Context: an optimization exercise on an open-source flow, tuned for small area and a short achievable clock period. The choices shown serve that exercise and are no tape-out recipe.
The RTL was checked by simulation tests, not by an equivalence proof against the original design.
Power and IR drop assume default switching activity.

// vecProcessor
module vecProcessor (
    input  logic   clk,
    input  logic   arstN,
    input  logic   run,
    input  logic   imemWe,
    input  vecProcPkg::pcT     imemAddr,
    input  vecProcPkg::instrT  imemData,
    output logic   retireValid,
    output vecProcPkg::retireT retire
);
Settings: LEC_CHECK=0, CAP_MARGIN=20, CORE_MARGIN=2, CORE_UTILIZATION=55, CTS_CLUSTER_DIAMETER=90, CTS_CLUSTER_SIZE=25, SETUP_SLACK_MARGIN=2.1, SLEW_MARGIN=20, TNS_END_PERCENT=5; clock period 4.7 ns.
run.sh (not shown) runs the stock make flow with config.mk's settings and CLKGATE_MAP_FILE= SYNTH_SCRIPT=/design/flow/synth_recipe.tcl, a recipe that flattens the netlist after the stock synthesis.
Next try:
--- a/flow/config.mk
+++ b/flow/config.mk
@@ -11,3 +11,3 @@
-export CTS_CLUSTER_DIAMETER = 90
-export CTS_CLUSTER_SIZE = 25
-export SETUP_SLACK_MARGIN = 2.1
+export CTS_CLUSTER_DIAMETER = 100
+export CTS_CLUSTER_SIZE = 28
+export SETUP_SLACK_MARGIN = 2.0
@@ -15 +14,0 @@
-export TNS_END_PERCENT = 5
The changed run completed without violations.
Die area stays the same.
Cell count barely changes.
Worst setup slack is better by 120 ps.
Worst hold slack is better by 13 ps.

========
## run 1
Another version of the RTL of vecProcessor (not shown whole).
Size: roughly 8800 cells after synthesis, ~4200 flip-flops, roughly 65 I/O pins.
Settings: LEC_CHECK=0, CAP_MARGIN=20, CORE_MARGIN=2, CORE_UTILIZATION=55, CTS_CLUSTER_DIAMETER=100, CTS_CLUSTER_SIZE=30, SETUP_SLACK_MARGIN=2.1, SLEW_MARGIN=20; clock period 4.7 ns.
Per the final summary, run 1 finished and its layout is clean on timing, DRC and antenna.
The inputs of run 2 differ from those of run 1 as listed below.
Settings: CTS_CLUSTER_DIAMETER now 90, was 100; CAP_MARGIN now 10, was 20; SETUP_SLACK_MARGIN now 2.2, was 2.1; CTS_CLUSTER_SIZE now 25, was 30; SLEW_MARGIN now 10, was 20; CORE_UTILIZATION now 65, was 55.
Results
- Sort run 2 and run 1 by share of cell area taken by flip-flops and latches desc -> top: run 1
- Run 2: worst-path maximum fanout 12 below run 1
- Between run 1 and run 2, the flow reports wire length on met2 increasing by a few percent.
- Relative to run 1, total of cells resized after clock tree synthesis has gone up in run 2.
- Changes observed in run 2 relative to run 1: number of CTS-inserted buffers now sits higher; count of sequential standard cells held; first-pass GRT wire length increased 7.2%; final cell count went down about 1.2%.
- In run 2, the worst path buffer plus inverter count came out 1 above the value in run 1.
- Run 2 vs run 1 — worst vdd rail ir drop dropped by more than 10%
The inputs of run 3 differ from those of run 2 as listed below.
Settings: changing SETUP_SLACK_MARGIN from 2.2 to 2.1; changing CORE_UTILIZATION from 65 to 50; changing CAP_MARGIN from 10 to 20; changing SLEW_MARGIN from 10 to 20.
==> comparison <==
For the power density relative to cell area, run 3 came in about 2.2% lower than run 2 did. For run 2, the master of the slowest instance on the critical path was sky130_fd_sc_hd__nor4_2, unlike run 3, where it was sky130_fd_sc_hd__a221o_4. Run 3 gives more final worst slack than run 2 did. Run 2 → run 3: net switching component of the power decreased 4.6 mW; share of cell area taken by flip-flops and latches increased 3.8 points. Sort run 2 and run 3 by placeable core area, ascending, and run 2 comes first. Going from run 2 to run 3, total wire length after detailed routing shrinks by about 10%.
Edits applied to the flow inputs when going from run 3 to run 4:
Settings: CORE_UTILIZATION changed from 50 to 55.
==> notes.md <==
Run 4: no failed stages, no open violations at the end. Run 4 vs. run 3: cell total after placement saw a decrease; die outline area saw a decrease; fraction of standard cell area that is sequential saw a decrease.
### run 4 -> run 5
Settings: changing CTS_CLUSTER_SIZE from 25 to 26; changing CTS_CLUSTER_DIAMETER from 90 to 85.
--- outcome ---
- | total global routing track utilization | higher: run 5 |
- Looking at data-path buffer share of cell area in the final layout across run 5 and run 4, the one that comes out higher is run 5.
- Data arrival time of the critical path: higher on run 5
- Total routed wirelength of run 5 exceeds that of run 4 by a few percent.
- When the final numbers for run 5 and run 4 were put side by side, the fraction of layout cells with a size suffix above 1 turned out to be greater in run 5.
- Of run 5 and run 4, run 4 shows the lower layout overhead on the synthesized area, with run 5 above it.
- Cmp run 5 and run 4 / number of clock-tree buffers in the layout / lower: run 5
Input changes introduced in run 6 (baseline for comparison: run 5):
Settings: changing CTS_CLUSTER_DIAMETER from 85 to 90; changing CORE_UTILIZATION from 55 to 60.
Findings:
- Diff run 6 and run 5: utilization higher in run 6
- Run 6 completed end to end with timing, DRC and antenna clean.
- Run 5 -> run 6: number of synthesized flops with an enable pin delta 0, exact match
- Going from run 5 to run 6, post-layout worst setup margin saw an increase; final area went down; post-route worst hold slack picked up an extra 20 ps.
- Going from run 5 to run 6, the maximum number of pins on one net before global-route repair was found to have gone up by 2.

========
Setup of run X:
Starting RTL as in the previous note.
==> flow/config.mk <==
export PLATFORM = sky130hd
export DESIGN_NAME = vecProcessor
export DESIGN_NICKNAME = vecProcessor
export VERILOG_FILES = /design/flow/design.v
export SDC_FILE = /design/flow/constraint.sdc
export NUM_CORES = 4
export LEC_CHECK = 0
export CAP_MARGIN = 20
export CORE_MARGIN = 2
export CORE_UTILIZATION = 55
export CTS_CLUSTER_DIAMETER = 95
export CTS_CLUSTER_SIZE = 30
export SETUP_SLACK_MARGIN = 2.2
export SLEW_MARGIN = 20
==> flow/constraint.sdc <==
create_clock -name core_clock -period 4.7 [get_ports {clk}]
set_input_delay 0.9400 -clock core_clock [delete_from_list [all_inputs] [get_ports {clk}]]
set_output_delay 0.9400 -clock core_clock [all_outputs]
set_load 0.01 [all_outputs]
No stage failed in run X, and the final checks on the layout all came back clean.
Changes in run P relative to run X:
Settings: setting PLACE_DENSITY to 0.7 for the first time; changing CTS_CLUSTER_SIZE from 30 to 28; changing SETUP_SLACK_MARGIN from 2.2 to 2.1; changing CTS_CLUSTER_DIAMETER from 95 to 100.
Findings:
- Across both runs, via count was lower for run P than for run X.
- Run P has sequential share of layout area above what run X had.
- Hold slack delta for run P relative to run X: 0.075 ns lower
- Layout overhead on the synthesized area (run P over run X): decrease, 7.0 points

-- separate check: timing with driven ports --
How much do the figures lean on ideal ports? The routed layouts below were timed once more, with nothing changed but the port constraints. Step 1 (the two cells are an assumption about what drives the block):
set clk [get_ports {clk}]
set_driving_cell -lib_cell sky130_fd_sc_hd__clkbuf_16 $clk
set_driving_cell -lib_cell sky130_fd_sc_hd__buf_2 [delete_from_list [all_inputs] $clk]
Step 2 times the ports against the registers' clock, not the clock port: input delays grow and output delays shrink by t, the midpoint of the rising clock arrivals with the driver on. a / b / c = ideal ports / drivers / drivers and shift; a / b = the first two.
run	shift t [ns]	setup WS [ns]	worst hold slack (ns)
the first run of note 1	1.049	1.702 / 1.702 / 0.685	0.129 / 0.042 / 0.502
the second run of note 1	1.030	1.825 / 1.825 / 0.841	0.142 / 0.052 / 0.503
run 1	1.034	1.971 / 1.956 / 1.045	0.185 / 0.091 / 0.475
run 2	1.024	1.695 / 1.695 / 0.809	0.049 / 0.173 / 0.479
run 3	1.046	1.901 / 1.972 / 0.926	0.082 / 0.158 / 0.509
run 4	1.031	1.883 / 1.922 / 0.891	0.155 / 0.078 / 0.471
run 5	1.030	1.787 / 1.825 / 0.795	0.144 / 0.068 / 0.471
run 6	1.027	1.801 / 1.860 / 0.842	0.164 / 0.077 / 0.482
run X	1.025	1.700 / 1.747 / 0.722	0.185 / 0.103 / 0.474
run P	1.023	1.813 / 1.857 / 0.834	0.111 / 0.045 / 0.489
After both steps setup and hold are still met in every run listed. For the first run of note 1, which loses most, drivers alone change the setup slack by 0.000 ns; drivers and shift together by -1.017 ns.
